This is an optimization exercise on Yosys and OpenROAD, whose aim is small area, a short achievable clock period and few clock cycles per item, not a production implementation. The RTL was checked by simulation tests, not by an equivalence proof against the original design.

## flow/design.v (module list and top-level ports; edited modules follow where they fit)
// module fir_a: 316 lines
// module fir_b: 5 lines
// module luma_mul: 440 lines
// module csc_r_lo: 251 lines
// module csc_r_hi: 63 lines
// module csc_g_lo: 363 lines
// module csc_g_hi: 63 lines
// module csc_b_lo: 201 lines
// module csc_b_hi: 59 lines
// module yuv_to_rgb_top: 177 lines
module yuv_to_rgb_top (
	input logic CLOCK_50_I,
	input logic Resetn,
	input logic [31:0] in_pair,
	input logic in_valid,
	output logic in_ready,
	output logic [15:0] out_word,
	output logic out_valid,
	input logic out_ready
);
  // ...
==> flow/flow/run.sh <==
#!/bin/bash
# The standard layout (standard.sh) with two changes to how it is made; the
# clock period and constraints are unchanged:
# - ports get a plain buffer (buf_2) instead of the delay cell buffer_ports
#   picks by default;
# - ORFS's repair_timing is asked for a setup margin, so the resizer works on
#   paths longer than the period less the margin.
set -euo pipefail
MARGIN=8.5
sed "s|^make -C |make SETUP_SLACK_MARGIN=$MARGIN SKIP_GATE_CLONING=1 'BUFFER_PORTS_ARGS=-buffer_cell sky130_fd_sc_hd__buf_2' -C |" standard.sh > flow_margin.sh
grep -q "SETUP_SLACK_MARGIN=$MARGIN" flow_margin.sh
bash flow_margin.sh finish > make.log 2>&1
==> flow/standard.sh <==
#!/bin/bash
# synth_recipe.tcl (not shown) runs the flow's synth.tcl, then flattens the netlist and writes it again
# the make line also repeats each setting of config.mk as NAME=value (left out here)
make -C /OpenROAD-flow-scripts/flow DESIGN_CONFIG=/design/flow/config.mk WORK_HOME=/design/flow/orfs CLKGATE_MAP_FILE= SYNTH_SCRIPT=/design/flow/synth_recipe.tcl "${@:-finish}"
==> flow/config.mk <==
export PLATFORM = sky130hd
export DESIGN_NAME = yuv_to_rgb_top
export DESIGN_NICKNAME = yuv_to_rgb_top
export VERILOG_FILES = /design/flow/design.v
export SDC_FILE = /design/flow/constraint.sdc
export NUM_CORES = 4
export LEC_CHECK = 0
export CAP_MARGIN = 20
export CORE_MARGIN = 2
export CORE_UTILIZATION = 40
export SLEW_MARGIN = 20
==> flow/constraint.sdc <==
create_clock -name core_clock -period 12.0 [get_ports {CLOCK_50_I}]
set_input_delay 2.4000 -clock core_clock [delete_from_list [all_inputs] [get_ports {CLOCK_50_I}]]
set_output_delay 2.4000 -clock core_clock [all_outputs]
set_load 0.01 [all_outputs]
==> impl_metrics.csv, run 1 <==
group,metric,value,unit
sta,slew_viol_final,0,
clock_network,cts_buffers,43,
clock_network,htreeDepth,2,
routing,highest_layer,"met4",
sta,fin_skew,0.0305,ns
die,die_width,248,um
cells_and_area,drive_gt1_frac,0.165,
global_routing,busiest_layer,"met2",
cells_and_area,seq_area,11500,um2
sta,tightest_slew,1.06,ns
sta,timing.hold.ws,0.417,ns
setup_path,rr_startpoint,"pu[2]$_DFFE_PP_",
synthesis,synth-compound-area-share,0.0652,
synthesis,synth-edff-count,367,
synthesis,synth.avg_cell_area,13.2,um2
clock_network,cts_buffer_depth,3,
outcome,status,"finished clean",
global_routing,grt_pass1_vias,14000,
cells_and_area,fin_cells,2765,
cells_and_area,largestClassByArea,"flip-flops and latches",
routing,drt_iter0_markers,672,
setup_path,max_stage_delay,0.41,ns
sta,max_slew_margin,0.294,
cells_and_area,largest-register,"win",
synthesis,syn_area,23800,um2
die,rows,89,
Testbench counts, summed over its fixed seeds: cycles 23,360, items 7,680.
==> run 2, diff against run 1 <==
--- a/flow/config.mk
+++ b/flow/config.mk
@@ -8,4 +8,7 @@
 export CAP_MARGIN = 20
 export CORE_MARGIN = 2
 export CORE_UTILIZATION = 40
+export CTS_BUF_LIST = sky130_fd_sc_hd__clkbuf_8
+export CTS_CLUSTER_DIAMETER = 60
+export CTS_CLUSTER_SIZE = 15
 export SLEW_MARGIN = 20
==> run 2 against run 1 <==
Compared with the run above:
- via count decreased by 0.63%
- design area decreased by 2.3%
- count of clock-buffer cells in the layout decreased by 28
- area after synthesis unchanged
- largest cell class unchanged
==> impl_metrics.csv, run 2 <==
group,metric,value,unit
flow_run,drv_cap,0,
sta,hold_violations,0,
die,io_pins,54,
cells_and_area,largest-register,"win",
place,io_buffers,53,
setup_path,critPathKind,"flip-flop to primary output",
sta,tightest_slew,1.05,ns
clock_network,cts_tree,"built",
clock_network,clock-sinks,388,
sta,fin_skew,0.0446,ns
cells_and_area,syn_to_final_growth,13.0,%
setup_path,max_stage_delay,0.42,ns
synthesis,synth.avg_cell_area,13.2,um2
synthesis,yosys.area.top_type,"edfxtp_1",
cells_and_area,largest_reg_flops,96,
place,place_congestion,0.828,
sta,finalCritPeriodShare,0.298,
sta,finalSetupViolations,0,
setup_path,cp_slowest_cell,"dfrtp_1",
global_routing,grt_pass1_wl,75600,um
sta,max_freq,280,MHz
cells_and_area,mostFrequentLayoutCells,"372 x inv_1, 367 x edfxtp_1, 223 x ha_1",
global_routing,grt_pass1_vias,13900,
synthesis,yosys_warnings,3,
sta,slew_viol_final,0,
synthesis,synth_cell_type_count,65,
synthesis,synth_seq_area_share,0.486,
sta,fin_tns_setup,0,ns
setup_path,cp_max_fo,2,
sta,fin_crit,3.57,ns
sta,rsz0062_at_grt,"yes",
synthesis,synth.area.top_cells,"edfxtp_1 46%, fa_1 16%, ha_1 12%",
cells_and_area,insertedDiodeCount,0,
global_routing,grt_overflow,0,
synthesis,ys_ff_latch,388,
routing,drt_iter0_markers,790,
die,coreArea,58900,um2
routing,wire_per_inst,17.6,um
die,die-area,61400,um2
setup_path,cp.required,9.60,ns
synthesis,syn_nets,2254,
cells_and_area,layout_commonest_cell,"inv_1",
synthesis,yosys.cell_count.top_type,"inv_1",
die,start_util,0.403,
global_routing,antenna_found_initial,0,
clock_network,htreeDepth,2,
clock_network,path_clk_slew,0.09,ns
die,fp.dieH,248,um
cells_and_area,largestRegisters,"win x96, yq x64, pt x23",
clock_network,cts_buffers,38,
setup_path,path_cells,"buf_2",
routing,via_count,13400,
synthesis,synthesis.instances,1795,
cells_and_area,nNetsFinal,2411,
worst_hold_path,hold_path.class,"flip-flop to flip-flop",
die,rows,89,
synthesis,yosys.area.top_type_share,0.464,
sta,max_slew_margin,0.302,
cells_and_area,final_util,0.456,
place,dp_hpwl,36500,um
global_routing,grt_usage,0.162,
clock_network,cts_buffer_depth,3,
synthesis,yosys-top-cells-count,"378 x inv_1, 367 x edfxtp_1, 229 x ha_1, 194 x fa_1, 65 x a21oi_1",
cells_and_area,drive_gt1_frac,0.163,
outcome,status,"finished clean",
setup_path,crit_arrival,1.17,ns
routing,drtAntennaViolNets,0,
setup_path,worst_setup_path_start_kind,"flip-flop",
setup_path,end_kind,"primary output",
setup_path,critPathBufInv,1,
synthesis,synth-edff-count,367,
routing,first_pass_iters,7,
setup_path,cp_top_family,"flip-flops",
routing,wl,48400,um
die,die_width,248,um
synthesis,synth_ff_type,"edfxtp_1",
routing,vias_per_cell,4.86,
clock_network,clock_latency,0.61,ns
synthesis,async_flop_share,0.0541,
synthesis,syn_area,23800,um2
routing,remaining_drc_errors,0,
clock_network,clockRootBuffer,"clkbuf_8",
global_routing,grt_max_degree,81,
## run 2: cell counts after synthesis
No cell type changed its count.
## run 2: metrics by stage
step | hold slack (ns) | cell area, um2 | setup slack (ns) | instances
finish | 0.422 | 26800 | 8.43 | 2753
global route | 0.433 | 26800 | 8.36 | 2753
CTS | 0.425 | 26300 | 8.32 | 2721
detailed placement | 0.405 | 25000 | 7.20 | 2612
global placement | 0.402 | 25000 | 7.24 | 2612
floorplan | 0.400 | 23800 | 6.73 | 1795
## run 2: layer usage
| layer | wire length [um] | track usage | vias to the layer above |
|---|---|---|---|
| met3 | 2170 | 0.0249 | 83 |
| met4 | 1600 | 0.0562 | 0 |
| li1 | - | - | 6442 |
| met5 | 0 | 0 | - |
| met2 | 23100 | 0.274 | 228 |
| met1 | 21500 | 0.212 | 6630 |
## run 2: repair_timing
item,in CTS,in global routing
setup endpoints to repair,121,127
hold buffers,0,0
pin swaps,14,34
hold endpoints to repair,0,0
buffers inserted,41,32
resized for setup,37,61
## run 2: path summary, 6_finish.rpt
kind	from	endpoint	slack [ns]	cells past startpoint
max in group asynchronous	Resetn	in_ready$_DFF_PN0_	9.88	1
setup / recovery	out_valid$_DFFE_PN0P_	out_valid	8.43	1
hold reg to reg	yq[2][4]$_DFFE_PP_	yq[1][4]$_DFFE_PP_	0.42	0
hold / removal	yq[2][4]$_DFFE_PP_	yq[1][4]$_DFFE_PP_	0.42	0
setup reg to reg	pu[6]$_DFFE_PP_	lb[1]$_DFFE_PP_	8.50	12
min in group asynchronous	Resetn	ph[1]$_DFF_PN0_	1.74	1
## run 2: kinds of logic (layout without fill, tap and decap cells)
kind of cell / Yosys count / count (layout) / synth area share
adders and majority gates: 423 / 423 / 0.284
buffers and inverters: 393 / 578 / 0.0621
DFF: 388 / 388 / 0.486
AOI/OAI and AO/OA: 229 / 229 / 0.0652
and+or+nand+nor: 226 / 226 / 0.0469
xor gates and xnor gates: 78 / 78 / 0.0288
muxes: 58 / 58 / 0.0270
## run 2: area by class of cell
| type | count | area (um2) |
|---|---|---|
| Sequential cell | 388 | 11500 |
| Timing Repair Buffer | 131 | 933 |
| Tap cell | 773 | 967 |
| Clock inverter | 30 | 235 |
| Multi-Input combinational cell | 1014 | 11200 |
| Clock buffer | 38 | 523 |
| Inverter | 379 | 1460 |
| Fill cell | 5240 | 32100 |
==> run 3, diff against run 2 <==
--- a/flow/flow/run.sh
+++ b/flow/flow/run.sh
@@ -6,7 +6,7 @@
 # - ORFS's repair_timing is asked for a setup margin, so the resizer works on
 #   paths longer than the period less the margin.
 set -euo pipefail
-MARGIN=8.5
+MARGIN=8.7
 sed "s|^make -C |make SETUP_SLACK_MARGIN=$MARGIN SKIP_GATE_CLONING=1 'BUFFER_PORTS_ARGS=-buffer_cell sky130_fd_sc_hd__buf_2' -C |" standard.sh > flow_margin.sh
 grep -q "SETUP_SLACK_MARGIN=$MARGIN" flow_margin.sh
 bash flow_margin.sh finish > make.log 2>&1
--- a/flow/config.mk
+++ b/flow/config.mk
@@ -8,7 +8,7 @@
 export CAP_MARGIN = 20
 export CORE_MARGIN = 2
 export CORE_UTILIZATION = 40
-export CTS_BUF_LIST = sky130_fd_sc_hd__clkbuf_8
-export CTS_CLUSTER_DIAMETER = 60
-export CTS_CLUSTER_SIZE = 15
+export CTS_BUF_LIST = sky130_fd_sc_hd__clkbuf_16
+export CTS_CLUSTER_DIAMETER = 100
+export CTS_CLUSTER_SIZE = 25
 export SLEW_MARGIN = 20
==> run 3 against run 2 <==
Compared with the run above:
- largest cell class is now multi-input gates
- still clean
- clock skew is essentially flat
- critical endpoint is now in_ready
- core utilization increased by 0.97 points
- first-iteration DRC count is 13% lower
- critical path depth unchanged
- worst hold slack barely moved
- die area is the same
- highest routed layer unchanged
- global-route usage increased by 0.36 points
- flip-flop and latch count is the same
- non-clock buffer count grew 21
- register-to-register slack better by 0.04 ns
==> impl_metrics.csv, run 3 <==
group,metric,value,unit
cells_and_area,largest_reg_flops,96,
die,io_pins,54,
global_routing,grt_overflow,0,
setup_path,cp_slowest_cell,"dfrtp_2",
place,io_buffers,53,
clock_network,path_clk_slew,0.10,ns
flow_run,drv_cap,0,
die,coreArea,58900,um2
setup_path,critPathBufInv,1,
synthesis,syn_nets,2254,
sta,fin_skew,0.0442,ns
die,start_util,0.403,
place,place_congestion,0.831,
clock_network,cts_buffer_depth,3,
routing,first_pass_iters,7,
routing,vias_per_cell,4.95,
routing,wire_per_inst,18.2,um
routing,via_count,13600,
cells_and_area,mostFrequentLayoutCells,"367 x edfxtp_1, 357 x inv_1, 212 x ha_1",
place,pre_cts_slack,7.21,ns
setup_path,worst_setup_path_start_kind,"flip-flop",
global_routing,grt_max_degree,65,
routing,drtAntennaViolNets,0,
setup_path,max_stage_delay,0.44,ns
synthesis,yosys.area.top_type_share,0.464,
clock_network,clock_latency,0.58,ns
die,fp.dieH,248,um
global_routing,grt_pass1_vias,14100,
cells_and_area,insertedDiodeCount,0,
setup_path,cp_max_fo,2,
synthesis,synth_ff_type,"edfxtp_1",
sta,max_freq,283,MHz
synthesis,yosys.cell_count.top_type,"inv_1",
setup_path,path_cells,"buf_6",
cells_and_area,nNetsFinal,2414,
sta,fin_tns_setup,0,ns
global_routing,grt_pass1_wl,78400,um
place,dpl-instance-area,25100,um2
sta,max_slew_margin,0.466,
clock_network,htreeDepth,1,
cells_and_area,layout_commonest_cell,"edfxtp_1",
place,dp_hpwl,36200,um
synthesis,async_flop_share,0.0541,
die,rows,89,
sta,rsz0062_at_grt,"yes",
synthesis,synth_cell_type_count,65,
setup_path,cp.required,9.60,ns
routing,remaining_drc_errors,0,
routing,wl,50000,um
setup_path,crit_arrival,1.14,ns
setup_path,critPathKind,"flip-flop to primary output",
synthesis,syn_area,23800,um2
synthesis,yosys.area.top_type,"edfxtp_1",
synthesis,synth.avg_cell_area,13.2,um2
sta,tightest_slew,0.801,ns
cells_and_area,final_cell_area,27400,um2
cells_and_area,syn_to_final_growth,15.4,%
sta,finalSetupViolations,0,
cells_and_area,fill_cells,5174,
setup_path,cp_top_family,"flip-flops",
synthesis,synthesis.instances,1795,
global_routing,antenna_found_initial,0,
synthesis,synth-edff-count,367,
sta,fin_crit,3.54,ns
sta,hold_violations,0,
global_routing,grt_usage,0.166,
setup_path,end_kind,"primary output",
cells_and_area,largestRegisters,"win x96, yq x64, pt x23",
synthesis,synth.area.top_cells,"edfxtp_1 46%, fa_1 16%, ha_1 12%",
clock_network,clock-sinks,388,
synthesis,yosys_warnings,3,
die,die-area,61400,um2
cells_and_area,largest-register,"win",
synthesis,yosys-top-cells-count,"378 x inv_1, 367 x edfxtp_1, 229 x ha_1, 194 x fa_1, 65 x a21oi_1",
clock_network,clockRootBuffer,"clkbuf_16",
routing,drt_iter0_markers,691,
sta,finalCritPeriodShare,0.295,
cells_and_area,drive_gt1_frac,0.193,
sta,slew_viol_final,0,
clock_network,cts_buffers,20,
synthesis,ys_ff_latch,388,
synthesis,synth_seq_area_share,0.486,
outcome,status,"finished clean",
worst_hold_path,hold_path.class,"flip-flop to flip-flop",
clock_network,cts_tree,"built",
die,die_width,248,um
sta,layout_setup_ws,8.46,ns
-- run 3: cell count changes in the layout (fill, tap and decap cells not counted), sizes merged --
cell	change
buf	+21
clkbuf	-17
clkinv	-7
inv	-6
clkinvlp	-3
bufinv	-1
-- run 3: layer usage --
| layer | share of wire | GRT usage | vias up |
|---|---|---|---|
| met3 | 0.036 | 0.0191 | 63 |
| met1 | 0.45 | 0.227 | 6831 |
| met2 | 0.49 | 0.280 | 235 |
| met5 | 0 | 0 | - |
| met4 | 0.026 | 0.0444 | 0 |
| li1 | - | - | 6440 |
-- run 3: what timing repair did --
item,4_1_cts,5_1_grt
hold buffers,0,0
setup endpoints to repair,235,86
gates resized for setup,61,108
buffers inserted,64,31
pin swaps,14,74
-- run 3: path summary, 6_finish.rpt --
check | slack (ns) | startpoint | end | cells past startpoint
worst max register to register | 8.54 | fp[5]$_DFFE_PP_ | fc$_DFFE_PP_ | 12
worst min-delay path | 0.42 | yq[1][15]$_DFFE_PP_ | yq[0][15]$_DFFE_PP_ | 0
min in group asynchronous | 1.78 | Resetn | ps$_DFF_PN0_ | 1
max in group asynchronous | 9.85 | Resetn | in_ready$_DFF_PN0_ | 1
worst min register to register | 0.42 | yq[1][15]$_DFFE_PP_ | yq[0][15]$_DFFE_PP_ | 0
worst max-delay path | 8.46 | in_ready$_DFF_PN0_ | in_ready | 1
-- run 3: area by class of cell --
type	instances	area (um2)	area share
multi-input cells	1014	11600	0.422
flip-flops and latches	388	11500	0.421
inverters	379	1460	0.0532
repair buffers	152	1260	0.0459
well taps	773	967	0.0353
clock buffers	21	526	0.0192
clock inverters	13	95.1	0.00347
-- run 3: per-stage QoR --
step / cells / util / hold WS, ns
floorplan: 1795 / - / 0.400
global placement: 2611 / 0.426 / 0.401
detailed placement: 2611 / 0.426 / 0.405
CTS: 2709 / 0.452 / 0.424
global route: 2740 / 0.465 / 0.432
finish: 2740 / 0.465 / 0.422
-- run 3: kinds of logic (layout without fill, tap and decap cells) --
| logic type | after synthesis | in the layout | share of synthesized area |
|---|---|---|---|
| xor+xnor | 78 | 78 | 0.0288 |
| fa+ha+maj | 423 | 423 | 0.284 |
| buf+inv | 393 | 565 | 0.0621 |
| compound gates | 229 | 229 | 0.0652 |
| flops | 388 | 388 | 0.486 |
| mux | 58 | 58 | 0.0270 |
| simple gates | 226 | 226 | 0.0469 |
-- run 3: worst reg2reg max path, delay by kind of cell (launching register included) --
kind,cells,cell delay (ns)
and+or+nand+nor,1,0.07
DFF,1,0.47
adders and majority gates,5,2.25
buffers and inverters,5,0.33
AOI/OAI and AO/OA,1,0.07
==> run 4, diff against run 3 <==
--- a/flow/flow/run.sh
+++ b/flow/flow/run.sh
@@ -6,7 +6,7 @@
 # - ORFS's repair_timing is asked for a setup margin, so the resizer works on
 #   paths longer than the period less the margin.
 set -euo pipefail
-MARGIN=8.7
+MARGIN=8.3
 sed "s|^make -C |make SETUP_SLACK_MARGIN=$MARGIN SKIP_GATE_CLONING=1 'BUFFER_PORTS_ARGS=-buffer_cell sky130_fd_sc_hd__buf_2' -C |" standard.sh > flow_margin.sh
 grep -q "SETUP_SLACK_MARGIN=$MARGIN" flow_margin.sh
 bash flow_margin.sh finish > make.log 2>&1
==> run 4 against run 3 <==
Compared with the run above:
- critical path depth increased by 11
- design area decreased by 4.9%
- largest cell class is now flip-flops and latches
- register-to-register slack got worse by 0.14 ns
- first-iteration DRC count increased by 12%
- fmax decreased by 1.6%
- non-clock buffer count decreased by 56
==> impl_metrics.csv, run 4 <==
group,metric,value,unit
outcome,status,"finished clean",
sta,tightest_slew,1.02,ns
cells_and_area,multi_input_area,10900,um2
clock_network,cts_buffer_depth,3,
routing,drt_iter0_markers,773,
routing,first_pass_iters,5,
place,dp_hpwl,36700,um
sta,timing.hold.ws,0.420,ns
worst_hold_path,hold_path.class,"flip-flop to flip-flop",
die,die_width,248,um
die,rows,89,
worst_hold_path,hold_path_depth,0,
routing,drtAntennaViolNets,0,
routing,wire_per_inst,17.8,um
place,place_congestion,0.852,
worst_hold_path,min_from,"yq[3][11]$_DFFE_PP_",
sta,max_freq,278,MHz
synthesis,syn_nets,2254,
clock_network,clockRootBuffer,"clkbuf_16",
cells_and_area,layout_commonest_cell,"inv_1",
cells_and_area,mostFrequentLayoutCells,"378 x inv_1, 367 x edfxtp_1, 228 x ha_1",
sta,finalSetupViolations,0,
cells_and_area,largestRegisters,"win x96, yq x64, pt x23",
die,fp.dieH,248,um
setup_path,reg2reg_depth,12,
cells_and_area,largest-register,"win",
global_routing,grt_pass1_vias,13700,
setup_path,r2r-end,"lg[1]$_DFFE_PP_",
synthesis,synth_ff_type,"edfxtp_1",
sta,rsz0062_at_grt,"yes",
flow_run,drv_cap,0,
global_routing,grt_overflow,0,
synthesis,ys_ff_latch,388,
synthesis,synth.avg_cell_area,13.2,um2
setup_path,crit_arrival,3.89,ns
worst_hold_path,hold_end,"yq[2][11]$_DFFE_PP_",
clock_network,cts_buffers,20,
synthesis,synth.area.top_cells,"edfxtp_1 46%, fa_1 16%, ha_1 12%",
routing,wl,47700,um
cells_and_area,syn_to_final_growth,9.66,%
setup_path,rr_startpoint,"pv[2]$_DFFE_PP_",
cells_and_area,fin_cells,2683,
synthesis,synth-edff-count,367,
clock_network,clock-sinks,388,
global_routing,grt_usage,0.160,
die,die-area,61400,um2
sta,hold_violations,0,
clock_network,path_clk_slew,0.10,ns
synthesis,yosys.area.top_type,"edfxtp_1",
sta,slew_viol_final,0,
clock_network,cts_tree,"built",
setup_path,regToRegSetupSlack,8.40,ns
setup_path,cp_max_fo,2,
cells_and_area,insertedDiodeCount,0,
synthesis,yosys_warnings,3,
synthesis,syn_area,23800,um2
place,io_buffers,53,
cells_and_area,largest_reg_flops,96,
synthesis,synthesis.instances,1795,
global_routing,antenna_found_initial,0,
clock_network,clock_latency,0.58,ns
setup_path,end_kind,"flip-flop",
global_routing,grt_max_degree,81,
clock_network,htreeDepth,1,
synthesis,yosys-top-cells-count,"378 x inv_1, 367 x edfxtp_1, 229 x ha_1, 194 x fa_1, 65 x a21oi_1",
setup_path,critPathKind,"flip-flop to flip-flop",
setup_path,cp.required,12.30,ns
sta,fin_crit,3.60,ns
routing,via_count,13200,
synthesis,yosys.area.top_type_share,0.464,
synthesis,synth_seq_area_share,0.486,
sta,max_slew_margin,0.321,
cells_and_area,nNetsFinal,2358,
die,start_util,0.403,
sta,fin_skew,0.0332,ns
synthesis,async_flop_share,0.0541,
cells_and_area,fill_cells,5369,
die,coreArea,58900,um2
sta,finalCritPeriodShare,0.300,
sta,fin_tns_setup,0,ns
cells_and_area,drive_gt1_frac,0.112,
cells_and_area,seq_area,11500,um2
routing,vias_per_cell,4.92,
die,io_pins,54,
synthesis,yosys.cell_count.top_type,"inv_1",
clock_network,postCtsHoldBufs,0,
setup_path,worst_setup_path_start_kind,"flip-flop",
global_routing,grt_pass1_wl,75400,um
synthesis,synth_cell_type_count,65,
routing,remaining_drc_errors,0,
place,dpl.cell_count,2614,
run 4: cell count changes in the layout (fill, tap and decap cells not counted), sizes merged:
cell	delta
inv	-1
buf	-56
run 4: worst max-delay path by stage:
stage,to,from,slack [ns]
4_1_cts,lr[1]$_DFFE_PP_,out_ready,8.32
3_5_place_dp,rpb[1]$_DFFE_PP_,out_ready,7.22
6_report,lg[1]$_DFFE_PP_,pv[2]$_DFFE_PP_,8.40
2_1_floorplan,in_ready$_DFF_PN0_,out_ready,6.73
3_3_place_gp,rpb[1]$_DFFE_PP_,out_ready,7.28
5_1_grt,pt[23]$_DFFE_PP_,ym[6]$_DFFE_PP_,8.20
run 4: metrics by stage:
step / setup WS, ns / instance area (um2) / util
3_3_place_gp: 7.28 / 25000 / 0.425
5_1_grt: 8.20 / 26100 / 0.442
4_1_cts: 8.32 / 25800 / 0.438
3_5_place_dp: 7.22 / 25000 / 0.425
6_report: 8.40 / 26100 / 0.442
2_1_floorplan: 6.73 / 23800 / -
run 4: metal layers:
metal / part of all wire / wire length, um / up-vias / global-route usage
li1: - / - / 6312 / -
met1: 0.45 / 21600 / 6585 / 0.219
met2: 0.48 / 22900 / 240 / 0.267
met3: 0.037 / 1750 / 55 / 0.0202
met4: 0.029 / 1390 / 0 / 0.0461
met5: 0 / 0 / - / 0
run 4: timing repair:
action / in CTS / in global routing
pin swaps: 0 / 3
setup endpoints to repair: 82 / 94
buffers inserted: 17 / 19
resized for setup: 6 / 20
hold endpoints to repair: 0 / 0
run 4: final cells by class:
| cell class | count | share of cell area |
|---|---|---|
| Multi-Input combinational cell | 1014 | 0.417 |
| Inverter | 379 | 0.0554 |
| Clock buffer | 21 | 0.0202 |
| Timing Repair Buffer | 96 | 0.0235 |
| Tap cell | 773 | 0.0371 |
| Clock inverter | 12 | 0.00370 |
| Sequential cell | 388 | 0.443 |
run 4: worst max-delay path, stage by stage, from the launching register on:
cell and delay, ns:
edfxtp_1 0.52, clkinvlp_4 0.18, fa_1 0.45, fa_1 0.50
inv_1 0.06, fa_1 0.54, inv_1 0.05, ha_1 0.21
a2111oi_2 0.26, nand2_1 0.11, o22ai_2 0.17, o21bai_1 0.11
xor2_1 0.16
run 4: kinds of logic (layout without fill, tap and decap cells):
group | count (synthesis) | count (layout) | share of synthesized area
AOI/OAI and AO/OA | 229 | 229 | 0.0652
adders and majority gates | 423 | 423 | 0.284
muxes | 58 | 58 | 0.0270
buffers and inverters | 393 | 508 | 0.0621
xor gates and xnor gates | 78 | 78 | 0.0288
and+or+nand+nor | 226 | 226 | 0.0469
DFF | 388 | 388 | 0.486
==> run 5, diff against run 4 <==
--- a/flow/flow/run.sh
+++ b/flow/flow/run.sh
@@ -6,7 +6,7 @@
 # - ORFS's repair_timing is asked for a setup margin, so the resizer works on
 #   paths longer than the period less the margin.
 set -euo pipefail
-MARGIN=8.3
+MARGIN=8.5
 sed "s|^make -C |make SETUP_SLACK_MARGIN=$MARGIN SKIP_GATE_CLONING=1 'BUFFER_PORTS_ARGS=-buffer_cell sky130_fd_sc_hd__buf_2' -C |" standard.sh > flow_margin.sh
 grep -q "SETUP_SLACK_MARGIN=$MARGIN" flow_margin.sh
 bash flow_margin.sh finish > make.log 2>&1
==> run 5 against run 4 <==
Compared with the run above:
- critical endpoint is now out_valid
- fmax increased by 1.8%
- via count rose by 1.3%
- register-to-register slack better by 0.15 ns
- critical path depth is 11 lower
- wire length up 1.7%
- worst hold slack worse by 0.0016 ns
- count of clock-buffer cells in the layout is the same
- cell count rose by 1.8%
- first-iteration DRC count rose by 6.5%
- synthesized cell count did not move
- die area did not move
==> impl_metrics.csv, run 5 <==
group,metric,value,unit
synthesis,synth.area.top_cells,"edfxtp_1 46%, fa_1 16%, ha_1 12%",
clock_network,clockRootBuffer,"clkbuf_16",
clock_network,postCtsHoldBufs,0,
die,fp.dieH,248,um
synthesis,syn_area,23800,um2
cells_and_area,fin_cells,2732,
cells_and_area,fill_cells,5232,
setup_path,worst_setup_path_start_kind,"flip-flop",
cells_and_area,largest_reg_flops,96,
sta,max_freq,283,MHz
setup_path,startpoint,"out_valid$_DFFE_PN0P_",
synthesis,syn_nets,2254,
clock_network,cts_tree,"built",
sta,finalCritPeriodShare,0.294,
setup_path,cp_slowest_cell,"dfrtp_1",
global_routing,antenna_found_initial,0,
place,io_buffers,53,
setup_path,crit_arrival,1.13,ns
synthesis,yosys.area.top_type,"edfxtp_1",
cells_and_area,mostFrequentLayoutCells,"370 x inv_1, 367 x edfxtp_1, 221 x ha_1",
routing,via_count,13400,
clock_network,cts_buffer_depth,3,
routing,first_pass_iters,5,
global_routing,grt_max_degree,81,
worst_hold_path,min_from,"yq[3][14]$_DFFE_PP_",
clock_network,cts_buffers,21,
synthesis,async_flop_share,0.0541,
synthesis,synthesis.instances,1795,
global_routing,grt_usage,0.160,
setup_path,path_cells,"buf_2",
global_routing,grt_pass1_vias,13700,
place,dpl.cell_count,2612,
die,coreArea,58900,um2
sta,fin_crit,3.53,ns
outcome,status,"finished clean",
die,rows,89,
global_routing,grt_overflow,0,
synthesis,yosys.area.top_type_share,0.464,
synthesis,synth_seq_area_share,0.486,
die,die_width,248,um
sta,fin_skew,0.0254,ns
synthesis,synth_ff_type,"edfxtp_1",
synthesis,synth-edff-count,367,
synthesis,synth_cell_type_count,65,
synthesis,yosys.cell_count.top_type,"inv_1",
die,die-area,61400,um2
synthesis,ys_ff_latch,388,
die,io_pins,54,
sta,finalSetupViolations,0,
synthesis,synth.avg_cell_area,13.2,um2
setup_path,max_stage_delay,0.42,ns
die,start_util,0.403,
worst_hold_path,hold_path.class,"flip-flop to flip-flop",
synthesis,yosys_warnings,3,
sta,tightest_slew,0.945,ns
routing,wl,48500,um
cells_and_area,nNetsFinal,2402,
sta,slew_viol_final,0,
clock_network,clock-sinks,388,
cells_and_area,syn_to_final_growth,12.8,%
routing,remaining_drc_errors,0,
routing,drt_iter0_markers,823,
synthesis,yosys-top-cells-count,"378 x inv_1, 367 x edfxtp_1, 229 x ha_1, 194 x fa_1, 65 x a21oi_1",
setup_path,cp_max_fo,2,
sta,hold_violations,0,
cells_and_area,layout_commonest_cell,"inv_1",
global_routing,grt_pass1_wl,75400,um
flow_run,drv_cap,0,
clock_network,htreeDepth,1,
place,dp_hpwl,36500,um
setup_path,critPathKind,"flip-flop to primary output",
place,place_congestion,0.828,
routing,drtAntennaViolNets,0,
clock_network,clock_latency,0.56,ns
setup_path,cp_top_family,"flip-flops",
clock_network,path_clk_slew,0.09,ns
routing,vias_per_cell,4.89,
sta,rsz0062_at_grt,"yes",
setup_path,rr_startpoint,"fp[5]$_DFFE_PP_",
routing,wire_per_inst,17.8,um
setup_path,end_kind,"primary output",
setup_path,cp.required,9.60,ns
sta,max_slew_margin,0.370,
setup_path,critPathBufInv,1,
cells_and_area,largest-register,"win",
cells_and_area,drive_gt1_frac,0.154,
sta,fin_tns_setup,0,ns
cells_and_area,largestRegisters,"win x96, yq x64, pt x23",
## run 5: cells by family (layout without fill, tap and decap cells)
family	count (synthesis)	after routing	synth area share
simple gates	226	226	0.0469
mux	58	58	0.0270
xor+xnor	78	78	0.0288
flops	388	388	0.486
other cells	0	1	0
fa+ha+maj	423	423	0.284
compound gates	229	229	0.0652
buf+inv	393	556	0.0621
## run 5: repair_timing
action / in CTS / in global routing
endpoints found under the setup margin: 112 / 96
pin swaps: 17 / 38
resized for setup: 37 / 60
setup buffers: 37 / 44
## run 5: metal layers
metal  track usage  routed length [um]  share of wire  vias to the layer above
met2         0.275               23400           0.48                      221
met4        0.0451                1470          0.030                        0
met1         0.216               22000           0.45                     6662
li1              -                   -              -                     6413
met3        0.0159                1660          0.034                       69
met5             0                   0              0                        -
## run 5: per-stage QoR
stage                     area [um2]  utilization  worst slack (ns)  hold WS [ns]
after floorplan                23800            -              6.73         0.400
after global placement         25000        0.425              7.24         0.402
after detailed placement       25000        0.425              7.20         0.405
after CTS                      26100        0.444              8.40         0.419
after global routing           26800        0.455              8.42         0.432
final                          26800        0.455              8.47         0.418
## run 5: final timing paths
check	end	slack, ns	depth (start not counted)
max in group asynchronous	in_ready$_DFF_PN0_	9.85	1
max	out_valid	8.47	1
min	yq[2][14]$_DFFE_PP_	0.42	0
min reg2reg	yq[2][14]$_DFFE_PP_	0.42	0
max reg2reg	fc$_DFFE_PP_	8.55	11
min in group asynchronous	ph[1]$_DFF_PN0_	1.79	1
## run 5: cell type report
type	instances	area, um2	share of cell area
Timing Repair Buffer	139	1030	0.0384
Tap cell	773	967	0.0361
Multi-Input combinational cell	1014	11200	0.416
Antenna cell	1	2.50	0.0000933
Clock buffer	21	526	0.0196
Inverter	379	1460	0.0545
Sequential cell	388	11500	0.431
Clock inverter	17	121	0.00453
==> run 6, diff against run 5 <==
--- a/flow/config.mk
+++ b/flow/config.mk
@@ -7,8 +7,9 @@
 export LEC_CHECK = 0
 export CAP_MARGIN = 20
 export CORE_MARGIN = 2
-export CORE_UTILIZATION = 40
+export CORE_UTILIZATION = 55
 export CTS_BUF_LIST = sky130_fd_sc_hd__clkbuf_16
 export CTS_CLUSTER_DIAMETER = 100
 export CTS_CLUSTER_SIZE = 25
+export PLACE_DENSITY = 0.7
 export SLEW_MARGIN = 20
==> run 6 against run 5 <==
Compared with the run above:
- still clean on timing, DRC and antenna
- sequential share of layout area up 0.64 points
- core utilization up 16 points
- worst hold slack better by 0.0011 ns
- fmax down 0.57%
- count of clock-buffer cells in the layout down 1
- first-iteration DRC count down 13%
- via count up 0.84%
- setup slack worse by 0.020 ns
- clock skew up 0.0018 ns
- critical path type unchanged
- highest routed layer unchanged
==> impl_metrics.csv, run 6 <==
group,metric,value,unit
place,io_buffers,53,
cells_and_area,nNetsFinal,2392,
die,coreArea,42900,um2
sta,max_slew_margin,0.324,
setup_path,cp_top_family,"flip-flops",
routing,met1Wirelength,20200,um
setup_path,worst_setup_path_start_kind,"flip-flop",
clock_network,cts_buffers,20,
cells_and_area,mostFrequentLayoutCells,"367 x edfxtp_1, 365 x inv_1, 220 x ha_1",
setup_path,cp.required,9.60,ns
synthesis,syn_area,23800,um2
sta,fin_crit,3.55,ns
routing,wl_met3,1900,um
sta,fin_tns_setup,0,ns
setup_path,reg2reg_depth,13,
synthesis,synth_seq_area_share,0.486,
flow_run,drv_cap,0,
synthesis,async_flop_share,0.0541,
sta,finalCritPeriodShare,0.296,
cells_and_area,multi_input_area,11100,um2
synthesis,yosys_warnings,3,
setup_path,cp_slowest_cell,"dfrtp_2",
sta,tightest_slew,1.01,ns
routing,remaining_drc_errors,0,
setup_path,path_depth,1,
clock_network,clockRootBuffer,"clkbuf_16",
setup_path,critPathBufInv,1,
die,io_pins,54,
routing,highest_layer,"met4",
clock_network,clock-sinks,388,
synthesis,synth.area.top_cells,"edfxtp_1 46%, fa_1 16%, ha_1 12%",
global_routing,grt_pass1_vias,14000,
routing,dr_wl_met2,22400,um
die,rows,76,
setup_path,regToRegSetupSlack,8.58,ns
routing,first_pass_iters,5,
clock_network,cts_tree,"built",
synthesis,synth.avg_cell_area,13.2,um2
synthesis,synthMuxAreaShare,0.0270,
cells_and_area,syn_to_final_growth,11.2,%
clock_network,clock_latency,0.56,ns
global_routing,antenna_found_initial,0,
synthesis,yosys.area_share.simple,0.0469,
sta,rsz0062_at_grt,"yes",
synthesis,yosys.area.top_type,"edfxtp_1",
routing,drt_iter0_markers,719,
clock_network,cts_buffer_depth,3,
cells_and_area,largest_reg_flops,96,
sta,finalSetupViolations,0,
worst_hold_path,hold_path_depth,0,
cells_and_area,largestRegisters,"win x96, yq x64, pt x23",
cells_and_area,fin_cells,2530,
global_routing,grt_max_degree,92,
setup_path,cp_max_fo,2,
setup_path,crit_arrival,1.15,ns
setup_path,critPathKind,"flip-flop to primary output",
synthesis,yosys-top-cells-count,"378 x inv_1, 367 x edfxtp_1, 229 x ha_1, 194 x fa_1, 65 x a21oi_1",
synthesis,synth_top_family_by_area,"adder cells",
synthesis,synth_ff_type,"edfxtp_1",
die,start_util,0.554,
global_routing,grt_pass1_wl,73900,um
place,dpl.cell_count,2422,
cells_and_area,drive_gt1_frac,0.154,
synthesis,synth-edff-count,367,
setup_path,rr_startpoint,"pu[2]$_DFFE_PP_",
synthesis,synth_cell_type_count,65,
setup_path,startpoint,"out_valid$_DFFE_PN0P_",
synthesis,yosys.cell_count.top_type,"inv_1",
synthesis,ys_ff_latch,388,
die,die-area,44900,um2
worst_hold_path,min_from,"yq[1][2]$_DFFE_PP_",
sta,max_freq,281,MHz
synthesis,synthAdderAreaFrac,0.284,
cells_and_area,fill_cells,3197,
global_routing,grt_overflow,0,
place,dp_hpwl,34800,um
sta,hold_violations,0,
clock_network,path_clk_slew,0.10,ns
global_routing,grt_usage,0.216,
setup_path,max_stage_delay,0.46,ns
die,die_width,212,um
cells_and_area,final_util,0.616,
routing,wire_per_inst,18.3,um
synthesis,yosys.area.top_type_share,0.464,
place,place_congestion,0.939,
die,fp.dieH,212,um
cells_and_area,insertedDiodeCount,0,
setup_path,end_kind,"primary output",
routing,drtAntennaViolNets,0,
worst_hold_path,hold_path.class,"flip-flop to flip-flop",
outcome,status,"finished clean",
sta,slew_viol_final,0,
sta,fin_skew,0.0273,ns
routing,vias_per_cell,5.33,
synthesis,syn_nets,2254,
worst_hold_path,hold_end,"yq[0][2]$_DFFE_PP_",
routing,wl,46300,um
cells_and_area,layout_commonest_cell,"edfxtp_1",
setup_path,r2r-end,"lb[2]$_DFFE_PP_",
cells_and_area,seq_area,11500,um2
setup_path,path_cells,"buf_6",
clock_network,htreeDepth,1,
synthesis,synth-xor-area-share,0.0288,
synthesis,synth-compound-area-share,0.0652,
routing,via_count,13500,
synthesis,synthesis.instances,1795,
cells_and_area,largest-register,"win",
run 6: cell families (layout without fill, tap and decap cells):
| kind of cell | count (synthesis) | count (layout) |
|---|---|---|
| and+or+nand+nor | 226 | 226 |
| AOI/OAI and AO/OA | 229 | 229 |
| DFF | 388 | 388 |
| muxes | 58 | 58 |
| adders and majority gates | 423 | 423 |
| buffers and inverters | 393 | 543 |
| xor gates and xnor gates | 78 | 78 |
run 6: worst max-delay path by stage:
stage | end
final | out_valid
after global routing | out_word[0]$_DFFE_PP_
after CTS | out_valid
after detailed placement | rpa[0]$_DFFE_PP_
after global placement | lr[0]$_DFFE_PP_
after floorplan | in_ready$_DFF_PN0_
run 6: repair_timing:
item,in CTS,in global routing
setup buffers,50,24
pin swaps,3,42
hold buffers,0,0
gates resized for setup,28,65
endpoints found under the setup margin,186,52
run 6: layer usage:
metal | global-route usage | vias up
met5 | 0 | -
met4 | 0.0729 | 0
met1 | 0.288 | 6696
li1 | - | 6379
met2 | 0.368 | 310
met3 | 0.0266 | 92
run 6: worst register-to-register path: stages (launching register included):
cell,delay [ns]
edfxtp_1,0.43
buf_6,0.18
fa_1,0.46
fa_1,0.50
inv_1,0.06
fa_1,0.48
inv_1,0.04
ha_1,0.31
o21ai_2,0.13
nand2b_1,0.08
a21oi_2,0.14
a31o_2,0.13
o21bai_1,0.08
and2_1,0.16
run 6: stage by stage:
stage | setup slack, ns | hold slack, ns | cell area [um2]
4_1_cts | 8.44 | 0.422 | 26000
5_1_grt | 8.42 | 0.433 | 26400
3_3_place_gp | 7.16 | 0.401 | 24800
3_5_place_dp | 7.07 | 0.405 | 24800
6_report | 8.45 | 0.419 | 26400
2_1_floorplan | 6.73 | 0.400 | 23800
run 6: final cells by class:
cell class                 count  share of cell area
sequential                   388               0.437
multi-input combinational   1014               0.420
inverter                     379              0.0554
timing repair buffer         130              0.0358
tap                          585              0.0277
clock buffer                  20              0.0189
clock inverter                14             0.00455
==> run 7, diff against run 6 <==
--- a/flow/config.mk
+++ b/flow/config.mk
@@ -7,9 +7,8 @@
 export LEC_CHECK = 0
 export CAP_MARGIN = 20
 export CORE_MARGIN = 2
-export CORE_UTILIZATION = 55
+export CORE_UTILIZATION = 40
 export CTS_BUF_LIST = sky130_fd_sc_hd__clkbuf_16
-export CTS_CLUSTER_DIAMETER = 100
-export CTS_CLUSTER_SIZE = 25
-export PLACE_DENSITY = 0.7
+export CTS_CLUSTER_DIAMETER = 120
+export CTS_CLUSTER_SIZE = 32
 export SLEW_MARGIN = 20
==> run 7 against run 6 <==
Compared with the run above:
- core utilization down 16 points
- highest routed layer unchanged
- sequential share of layout area decreased by 0.33 points
- worst hold slack improved by 0.00065 ns
- area after synthesis unchanged
- critical path type unchanged
- clock skew is 0.0047 ns higher
- design area rose by 0.75%
- cell count increased by 7.3%
==> impl_metrics.csv, run 7 <==
group,metric,value,unit
outcome,status,"finished clean",
clock_network,htreeDepth,1,
global_routing,gr-usage-met1,0.215,
setup_path,worst_setup_path_start_kind,"flip-flop",
setup_path,cp.required,9.60,ns
cells_and_area,final_util,0.452,
cells_and_area,final_cell_area,26600,um2
synthesis,synth_ff_type,"edfxtp_1",
global_routing,global_route.usage.met3,0.0177,
clock_network,clockRootBuffer,"clkbuf_16",
synthesis,synth.avg_cell_area,13.2,um2
cells_and_area,largest-register,"win",
cells_and_area,nNetsFinal,2392,
global_routing,grt_usage,0.160,
synthesis,yosys.cell_count.top_type,"inv_1",
sta,max_slew_margin,0.395,
cells_and_area,drive_gt1_frac,0.149,
synthesis,syn_nets,2254,
cells_and_area,syn_to_final_growth,12.0,%
sta,fin_tns_setup,0,ns
setup_path,max_stage_delay,0.43,ns
sta,rsz0062_at_grt,"yes",
routing,drtAntennaViolNets,0,
die,rows,89,
sta,finalSetupViolations,0,
clock_network,cts_buffers,17,
synthesis,ys_ff_latch,388,
cells_and_area,fill_cells,5245,
die,io_pins,54,
sta,slew_viol_final,0,
setup_path,cp_top_family,"flip-flops",
setup_path,end_kind,"primary output",
global_routing,antenna_found_initial,0,
place,io_buffers,53,
cells_and_area,mostFrequentLayoutCells,"367 x edfxtp_1, 366 x inv_1, 223 x ha_1",
global_routing,use_met2,0.275,
setup_path,cp_max_fo,2,
die,start_util,0.403,
clock_network,path_clk_slew,0.12,ns
setup_path,critPathKind,"flip-flop to primary output",
sta,fin_skew,0.0320,ns
synthesis,synthesis.instances,1795,
sta,tightest_slew,0.908,ns
sta,layout_setup_ws,8.46,ns
die,die-area,61400,um2
synthesis,synth_seq_area_share,0.486,
routing,remaining_drc_errors,0,
global_routing,grt_pass1_vias,13700,
synthesis,yosys.area.top_type,"edfxtp_1",
synthesis,synth_cell_type_count,65,
global_routing,busiest_layer,"met2",
sta,max_freq,282,MHz
clock_network,cts_buffer_depth,3,
global_routing,grt_max_degree,81,
synthesis,synth-edff-count,367,
setup_path,path_cells,"buf_2",
sta,hold_violations,0,
place,pre_cts_slack,7.20,ns
synthesis,syn_area,23800,um2
flow_run,drv_cap,0,
setup_path,critPathBufInv,1,
global_routing,grt_pass1_wl,75200,um
synthesis,yosys-top-cells-count,"378 x inv_1, 367 x edfxtp_1, 229 x ha_1, 194 x fa_1, 65 x a21oi_1",
setup_path,cp_slowest_cell,"dfrtp_1",
routing,first_pass_iters,6,
synthesis,yosys_warnings,3,
clock_network,clock-sinks,388,
sta,fin_crit,3.54,ns
cells_and_area,largestRegisters,"win x96, yq x64, pt x23",
cells_and_area,layout_commonest_cell,"edfxtp_1",
routing,wire_per_inst,17.8,um
routing,via_count,13300,
cells_and_area,largest_reg_flops,96,
place,dp_hpwl,36500,um
place,dpl-instance-area,25000,um2
synthesis,async_flop_share,0.0541,
routing,drt_iter0_markers,832,
clock_network,cts_tree,"built",
setup_path,crit_arrival,1.14,ns
routing,vias_per_cell,4.89,
clock_network,clock_latency,0.56,ns
place,place_congestion,0.828,
synthesis,yosys.area.top_type_share,0.464,
global_routing,grt_overflow,0,
cells_and_area,insertedDiodeCount,0,
worst_hold_path,hold_path.class,"flip-flop to flip-flop",
die,die_width,248,um
die,coreArea,58900,um2
synthesis,synth.area.top_cells,"edfxtp_1 46%, fa_1 16%, ha_1 12%",
sta,finalCritPeriodShare,0.295,
routing,wl,48300,um
die,fp.dieH,248,um
-- run 7: changes by cell type in the layout (fill, tap and decap cells not counted), sizes merged --
| cell | before | now |
|---|---|---|
| bufinv | 1 | 0 |
| clkbuf | 20 | 17 |
| clkinvlp | 8 | 5 |
| inv | 381 | 382 |
| buf | 130 | 133 |
-- run 7: cells by family (layout without fill, tap and decap cells) --
kind of cell | count (synthesis) | count (layout) | synth area share
compound gates | 229 | 229 | 0.0652
xor+xnor | 78 | 78 | 0.0288
fa+ha+maj | 423 | 423 | 0.284
buf+inv | 393 | 540 | 0.0621
flops | 388 | 388 | 0.486
mux | 58 | 58 | 0.0270
simple gates | 226 | 226 | 0.0469
-- run 7: through the flow --
stage,instances,hold WS (ns)
detailed placement,2612,0.405
finish,2715,0.420
floorplan,1795,0.400
CTS,2677,0.423
global route,2715,0.437
global placement,2612,0.402
-- run 7: layout make-up --
class / count / area (um2) / share of cell area
multi-input combinational: 1014 / 11100 / 0.418
inverter: 379 / 1460 / 0.0549
sequential: 388 / 11500 / 0.434
clock inverter: 11 / 101 / 0.00381
clock buffer: 17 / 425 / 0.0160
tap: 773 / 967 / 0.0363
timing repair buffer: 133 / 977 / 0.0367
-- run 7: final timing paths --
path | to | from | slack, ns | cells past startpoint
worst max-delay path | out_valid | out_valid$_DFFE_PN0P_ | 8.46 | 1
worst min-delay path | win[0][2]$_DFFE_PP_ | win[1][2]$_DFFE_PP_ | 0.42 | 0
worst max register to register | fc$_DFFE_PP_ | fp[5]$_DFFE_PP_ | 8.54 | 11
worst min register to register | win[0][2]$_DFFE_PP_ | win[1][2]$_DFFE_PP_ | 0.42 | 0
max in group asynchronous | in_ready$_DFF_PN0_ | Resetn | 9.83 | 1
min in group asynchronous | cnt[7]$_DFFE_PN0P_ | Resetn | 1.80 | 1
-- run 7: routing by layer --
| metal | routed length (um) | up-vias |
|---|---|---|
| met5 | 0 | - |
| met4 | 1370 | 0 |
| met3 | 1860 | 67 |
| met2 | 23200 | 201 |
| met1 | 21800 | 6622 |
| li1 | - | 6386 |
-- run 7: timing repair --
action / in CTS / in global routing
buffers inserted: 37 / 38
endpoints found under the setup margin: 116 / 71
hold buffers: 0 / 0
gates resized for setup: 41 / 53
pin swaps: 18 / 35
gates cloned: 0 / 0
==> module yuv_to_rgb_top, before the edit <==
module yuv_to_rgb_top (
	input logic CLOCK_50_I,
	input logic Resetn,
	input logic [31:0] in_pair,
	input logic in_valid,
	output logic in_ready,
	output logic [15:0] out_word,
	output logic out_valid,
	input logic out_ready
);
	logic [15:0] win [6];
	logic [15:0] yq [4];
	logic [1:0] ph, ph_n;
	logic areg, t1, wf;
	logic areg_n, t1_n, wf_n;
	logic [7:0] cnt, cnt_n;
	logic [1:0] fl, pd, fl_n, pd_n;
	logic go;
	logic a0, adv, ld;
	logic step_ok, acc, fstep, pstep, stv;
	logic fs, ps;
	logic [7:0] c0, c1, c2, c3, c4, c5;
	logic [8:0] fp, fq, fr;
	logic [9:0] fa_n, fb_n, fa, fb;
	logic fc_n, fc;
	logic [7:0] fir_q;
	logic [7:0] ym, pu, pv;
	logic [24:0] tm, pt;
	logic [2:0] lr_n, lg_n, lr, lg;
	logic [2:0] lb_n, lb;
	logic [13:0] rpa_n, rpb_n, rpa, rpb, gpa_n, gpb_n, gpa, gpb;
	logic [14:0] bpa_n, bpb_n, bpa, bpb;
	logic [9:0] r_n, g_n;
	logic [10:0] b_n;
	logic [7:0] rs, gs, bs, b_e;
	logic [15:0] word;
	assign a0 = (ph == 2'd0) && wf;
	assign go = !out_valid || out_ready;
	assign adv = go && (a0 || areg || t1);
	assign ld = adv && t1;
	assign step_ok = !wf && !(ph == 2'd1 && areg);
	assign acc = in_valid && in_ready;
	assign fstep = fs;
	assign pstep = ps;
	assign stv = fstep || (acc && cnt >= 8'd3);
	always_comb begin
		ph_n = ph;
		areg_n = areg;
		t1_n = t1;
		if (adv) begin
			areg_n = (ph == 2'd0 && a0) || (ph == 2'd1 && areg);
			t1_n = (ph == 2'd2) ? areg : t1;
			if (!areg_n && !t1_n) ph_n = 2'd0;
			else ph_n = (ph == 2'd2) ? 2'd0 : ph + 2'd1;
		end
		wf_n = (wf && !(a0 && adv)) || stv;
		cnt_n = cnt;
		fl_n = fl;
		pd_n = pd;
		if (acc) begin
			cnt_n = (cnt == 8'(yuv_rgb_pkg::LINE_PAIRS - 1)) ? 8'd0 : cnt + 8'd1;
			if (cnt == 8'(yuv_rgb_pkg::LINE_PAIRS - 1)) fl_n = 2'd3;
			if (cnt == 8'd0) pd_n = 2'd2;
		end
		if (fstep) fl_n = fl - 2'd1;
		if (pstep) pd_n = pd - 2'd1;
	end
	always_ff @(posedge CLOCK_50_I or negedge Resetn) begin
		if (!Resetn) begin
			ph <= 2'd0;
			areg <= 1'b0;
			t1 <= 1'b0;
			wf <= 1'b0;
			cnt <= 8'd0;
			fl <= 2'd0;
			pd <= 2'd0;
			in_ready <= 1'b0;
			fs <= 1'b0;
			ps <= 1'b0;
		end else begin
			ph <= ph_n;
			areg <= areg_n;
			t1 <= t1_n;
			wf <= wf_n;
			cnt <= cnt_n;
			fl <= fl_n;
			pd <= pd_n;
			in_ready <= !wf_n && !(ph_n == 2'd1 && areg_n) && fl_n == 2'd0 && pd_n == 2'd0;
			fs <= !wf_n && !(ph_n == 2'd1 && areg_n) && fl_n != 2'd0;
			ps <= !wf_n && !(ph_n == 2'd1 && areg_n) && pd_n != 2'd0;
		end
	end
	always_ff @(posedge CLOCK_50_I) begin
		if (acc || fstep || pstep) begin
			for (int i = 0; i < 5; i++) win[i] <= win[i + 1];
		end
		if (acc) win[5] <= in_pair[15:0];
		if (acc || fstep) begin
			for (int i = 0; i < 3; i++) yq[i] <= yq[i + 1];
			yq[3] <= in_pair[31:16];
		end
	end
	assign c0 = (ph == 2'd0) ? win[0][7:0] : win[0][15:8];
	assign c1 = (ph == 2'd0) ? win[1][7:0] : win[1][15:8];
	assign c2 = (ph == 2'd0) ? win[2][7:0] : win[2][15:8];
	assign c3 = (ph == 2'd0) ? win[3][7:0] : win[3][15:8];
	assign c4 = (ph == 2'd0) ? win[4][7:0] : win[4][15:8];
	assign c5 = (ph == 2'd0) ? win[5][7:0] : win[5][15:8];
	fir_a u_fir_a (.p(fp), .q(fq), .r(fr), .ha(fa_n), .hb(fb_n), .hc(fc_n));
	fir_b u_fir_b (.ha(fa), .hb(fb), .hc(fc), .q(fir_q));
	always_ff @(posedge CLOCK_50_I) begin
		if (adv) begin
			fp <= {1'b0, c0} + {1'b0, c5};
			fq <= {1'b0, c1} + {1'b0, c4};
			fr <= {1'b0, c2} + {1'b0, c3};
			fa <= fa_n;
			fb <= fb_n;
			fc <= fc_n;
		end
	end
	luma_mul u_luma (.y(ym), .t(tm));
	csc_r_lo u_r_lo (.t(pt), .v(pv), .lc(lr_n), .pa(rpa_n), .pb(rpb_n));
	csc_g_lo u_g_lo (.t(pt), .u(pu), .v(pv), .lc(lg_n), .pa(gpa_n), .pb(gpb_n));
	csc_b_lo u_b_lo (.t(pt), .u(pu), .lc(lb_n), .pa(bpa_n), .pb(bpb_n));
	csc_r_hi u_r_hi (.lc(lr), .pa(rpa), .pb(rpb), .h(r_n));
	csc_g_hi u_g_hi (.lc(lg), .pa(gpa), .pb(gpb), .h(g_n));
	csc_b_hi u_b_hi (.lc(lb), .pa(bpa), .pb(bpb), .h(b_n));
	always_ff @(posedge CLOCK_50_I) begin
		if (adv) begin
			if (ph == 2'd0) ym <= yq[0][15:8];
			if (ph == 2'd1) ym <= yq[0][7:0];
			case (ph)
				2'd1: begin
					pt <= tm;
					pu <= win[2][15:8];
					pv <= win[2][7:0];
				end
				2'd2: begin
					pt <= tm;
					pv <= fir_q;
				end
				default: pu <= fir_q;
			endcase
			lr <= lr_n;
			lg <= lg_n;
			lb <= lb_n;
			rpa <= rpa_n;
			rpb <= rpb_n;
			gpa <= gpa_n;
			gpb <= gpb_n;
			bpa <= bpa_n;
			bpb <= bpb_n;
			if (ph == 2'd0) b_e <= bs;
		end
	end
	assign rs = yuv_rgb_pkg::sat10(r_n);
	assign gs = yuv_rgb_pkg::sat10(g_n);
	assign bs = yuv_rgb_pkg::sat11(b_n);
	always_comb begin
		case (ph)
			2'd0: word = {rs, gs};
			2'd1: word = {b_e, rs};
			default: word = {gs, bs};
		endcase
	end
	always_ff @(posedge CLOCK_50_I or negedge Resetn) begin
		if (!Resetn) begin
			out_valid <= 1'b0;
		end else begin
			if (ld) out_valid <= 1'b1;
			else if (out_ready) out_valid <= 1'b0;
		end
	end
	always_ff @(posedge CLOCK_50_I) begin
		if (ld) out_word <= word;
	end
endmodule
==> run 8, diff against run 7 <==
--- a/flow/design.v
+++ b/flow/design.v
@@ -1811,7 +1811,7 @@
 	logic [14:0] bpa_n, bpb_n, bpa, bpb;
 	logic [9:0] r_n, g_n;
 	logic [10:0] b_n;
-	logic [7:0] rs, gs, bs, b_e;
+	logic [7:0] rs, gs, bs;
 	logic [15:0] word;
 	assign a0 = (ph == 2'd0) && wf;
 	assign go = !out_valid || out_ready;
@@ -1922,14 +1922,15 @@
 			endcase
 			lr <= lr_n;
 			lg <= lg_n;
-			lb <= lb_n;
+			if (ph != 2'd0) lb <= lb_n;
 			rpa <= rpa_n;
 			rpb <= rpb_n;
 			gpa <= gpa_n;
 			gpb <= gpb_n;
-			bpa <= bpa_n;
-			bpb <= bpb_n;
-			if (ph == 2'd0) b_e <= bs;
+			if (ph != 2'd0) begin
+				bpa <= bpa_n;
+				bpb <= bpb_n;
+			end
 		end
 	end
 	assign rs = yuv_rgb_pkg::sat10(r_n);
@@ -1938,7 +1939,7 @@
 	always_comb begin
 		case (ph)
 			2'd0: word = {rs, gs};
-			2'd1: word = {b_e, rs};
+			2'd1: word = {bs, rs};
 			default: word = {gs, bs};
 		endcase
 	end
--- a/flow/config.mk
+++ b/flow/config.mk
@@ -9,6 +9,6 @@
 export CORE_MARGIN = 2
 export CORE_UTILIZATION = 40
 export CTS_BUF_LIST = sky130_fd_sc_hd__clkbuf_16
-export CTS_CLUSTER_DIAMETER = 120
-export CTS_CLUSTER_SIZE = 32
+export CTS_CLUSTER_DIAMETER = 100
+export CTS_CLUSTER_SIZE = 25
 export SLEW_MARGIN = 20
==> run 8 against run 7 <==
Compared with the run above:
- first-iteration DRC count is 15% lower
- area after synthesis is 0.63% lower
- core utilization is 0.24 points lower
- largest cell class unchanged
- highest routed layer unchanged
==> impl_metrics.csv, run 8 <==
group,metric,value,unit
global_routing,grt_pass1_wl,75000,um
global_routing,antenna_found_initial,0,
clock_network,cts_tree,"built",
sta,fin_crit,3.51,ns
die,rows,89,
synthesis,synthesis.instances,1764,
cells_and_area,syn_to_final_growth,11.7,%
routing,remaining_drc_errors,0,
place,dp_hpwl,35900,um
synthesis,syn_nets,2223,
clock_network,htreeDepth,1,
cells_and_area,largestRegisters,"win x96, yq x64, pt x23",
die,start_util,0.402,
setup_path,worst_setup_path_start_kind,"flip-flop",
place,io_buffers,53,
sta,slew_viol_final,0,
die,die_width,247,um
setup_path,max_stage_delay,0.44,ns
synthesis,yosys.area.top_type_share,0.457,
setup_path,cp_max_fo,2,
sta,max_freq,285,MHz
sta,finalCritPeriodShare,0.292,
cells_and_area,nNetsFinal,2368,
synthesis,yosys-top-cells-count,"365 x inv_1, 359 x edfxtp_1, 229 x ha_1, 194 x fa_1, 70 x mux2_2",
routing,vias_per_cell,4.94,
place,place_congestion,0.885,
cells_and_area,seq_area,11300,um2
synthesis,synth_ff_type,"edfxtp_1",
routing,first_pass_iters,5,
cells_and_area,fill_cells,5256,
setup_path,critPathBufInv,1,
synthesis,async_flop_share,0.0553,
cells_and_area,largest-register,"win",
synthesis,ys_ff_latch,380,
setup_path,cp_slowest_cell,"dfrtp_2",
clock_network,path_clk_slew,0.10,ns
sta,max_slew_margin,0.308,
die,io_pins,54,
synthesis,synth_cell_type_count,82,
setup_path,crit_arrival,1.11,ns
setup_path,path_cells,"buf_6",
cells_and_area,mostFrequentLayoutCells,"359 x edfxtp_1, 354 x inv_1, 218 x ha_1",
synthesis,synth-edff-count,359,
clock_network,clock-sinks,380,
synthesis,synth.avg_cell_area,13.4,um2
synthesis,yosys_warnings,3,
sta,hold_violations,0,
setup_path,cp.required,9.60,ns
flow_run,drv_cap,0,
synthesis,synth.area.top_cells,"edfxtp_1 46%, fa_1 16%, ha_1 12%",
outcome,status,"finished clean",
sta,fin_tns_setup,0,ns
die,fp.dieH,247,um
setup_path,critPathKind,"flip-flop to primary output",
synthesis,yosys.area.top_type,"edfxtp_1",
clock_network,cts_buffer_depth,3,
clock_network,clockRootBuffer,"clkbuf_16",
global_routing,grt_overflow,0,
routing,wire_per_inst,17.8,um
setup_path,cp_top_family,"flip-flops",
synthesis,yosys.cell_count.top_type,"inv_1",
clock_network,cts_buffers,19,
sta,rsz0062_at_grt,"yes",
global_routing,grt_pass1_vias,14000,
global_routing,grt_usage,0.159,
routing,wl,47900,um
cells_and_area,drive_gt1_frac,0.165,
sta,tightest_slew,1.04,ns
clock_network,clock_latency,0.55,ns
synthesis,synth_seq_area_share,0.479,
routing,drtAntennaViolNets,0,
cells_and_area,insertedDiodeCount,0,
cells_and_area,largest_reg_flops,96,
cells_and_area,final_util,0.449,
sta,fin_skew,0.0137,ns
routing,drt_iter0_markers,707,
sta,finalSetupViolations,0,
cells_and_area,multi_input_area,11200,um2
die,coreArea,58700,um2
worst_hold_path,hold_path.class,"flip-flop to flip-flop",
setup_path,end_kind,"primary output",
synthesis,syn_area,23600,um2
global_routing,grt_max_degree,81,
cells_and_area,layout_commonest_cell,"edfxtp_1",
die,die-area,61000,um2
routing,via_count,13300,
## run 8: metal layers
metal / part of all wire / global-route usage / vias up
met1: 0.45 / 0.218 / 6660
met3: 0.047 / 0.0225 / 64
met2: 0.48 / 0.266 / 265
met5: 0 / 0 / -
met4: 0.025 / 0.0439 / 0
li1: - / - / 6297
## run 8: path summary, 6_finish.rpt
check | from | to | slack, ns | cells after the start
setup / recovery | in_ready$_DFF_PN0_ | in_ready | 8.49 | 1
hold / removal | yq[2][6]$_DFFE_PP_ | yq[1][6]$_DFFE_PP_ | 0.42 | 0
setup reg to reg | pu[2]$_DFFE_PP_ | lb[1]$_DFFE_PP_ | 8.53 | 11
hold reg to reg | yq[2][6]$_DFFE_PP_ | yq[1][6]$_DFFE_PP_ | 0.42 | 0
max in group asynchronous | Resetn | in_ready$_DFF_PN0_ | 9.87 | 1
min in group asynchronous | Resetn | cnt[6]$_DFFE_PN0P_ | 1.79 | 1
## run 8: logic make-up after synthesis
logic type,Yosys count,synth area share
muxes,71,0.0340
adders and majority gates,423,0.286
buffers and inverters,378,0.0607
AOI/OAI and AO/OA,233,0.0682
DFF,380,0.479
xor gates and xnor gates,75,0.0281
and+or+nand+nor,204,0.0442
## run 8: final cells by class
type | count | area share
clock buffers | 19 | 0.0180
well taps | 773 | 0.0367
multi-input cells | 1006 | 0.424
inverters | 366 | 0.0539
clock inverters | 9 | 0.00218
flip-flops and latches | 380 | 0.429
repair buffers | 136 | 0.0367
## run 8: timing repair
| item | CTS | global route |
|---|---|---|
| buffers inserted | 46 | 32 |
| endpoints found under the hold margin | 0 | 0 |
| resized for setup | 26 | 39 |
| cloned | 0 | 0 |
| hold buffers | 0 | 0 |
| pin swaps | 3 | 21 |
| setup endpoints to repair | 130 | 183 |
## run 8: per-stage QoR
step | hold slack, ns | cells | setup slack (ns) | cell area, um2
global placement | 0.400 | 2583 | 7.50 | 24900
floorplan | 0.400 | 1764 | 7.12 | 23700
finish | 0.415 | 2689 | 8.49 | 26400
CTS | 0.422 | 2657 | 8.42 | 25900
detailed placement | 0.405 | 2583 | 7.46 | 24900
global route | 0.427 | 2689 | 8.37 | 26400
Testbench counts of run 8, summed over its fixed seeds: cycles 23,360, items 7,680.

## what the ideal ports hide
No port has a modelled driver above. Below, the same layouts with a new extraction and two added sets of constraints.
Step 1, drivers: a clkbuf_16 drives CLOCK_50_I and a buf_2 each remaining input, both assumed.
Step 2, shift: input delay + t, output delay - t, t = (earliest + latest rising clock arrival at the registers) / 2. This alone moves slack from input paths to output paths.
Three values: ideal ports, drivers, drivers and shift; two values: the first two.
run | shift t [ns] | setup WS [ns] | clock arrival spread, ns
run 1 | 0.631 | 8.468 / 8.415 / 7.981 | 0.030 / 0.031
run 2 | 0.645 | 8.428 / 8.379 / 7.977 | 0.054 / 0.054
run 3 | 0.611 | 8.461 / 8.405 / 8.108 | 0.045 / 0.045
run 4 | 0.614 | 8.404 / 8.363 / 7.881 | 0.034 / 0.034
run 5 | 0.605 | 8.467 / 8.414 / 8.075 | 0.026 / 0.025
run 6 | 0.604 | 8.447 / 8.394 / 8.038 | 0.032 / 0.032
run 7 | 0.592 | 8.457 / 8.405 / 8.086 | 0.033 / 0.032
run 8 | 0.591 | 8.491 / 8.440 / 8.056 | 0.021 / 0.020
After both steps setup and hold are still met in every run listed. The setup slack of run 4, which loses most, moves by -0.041 ns with the drivers and by -0.523 ns with both steps.
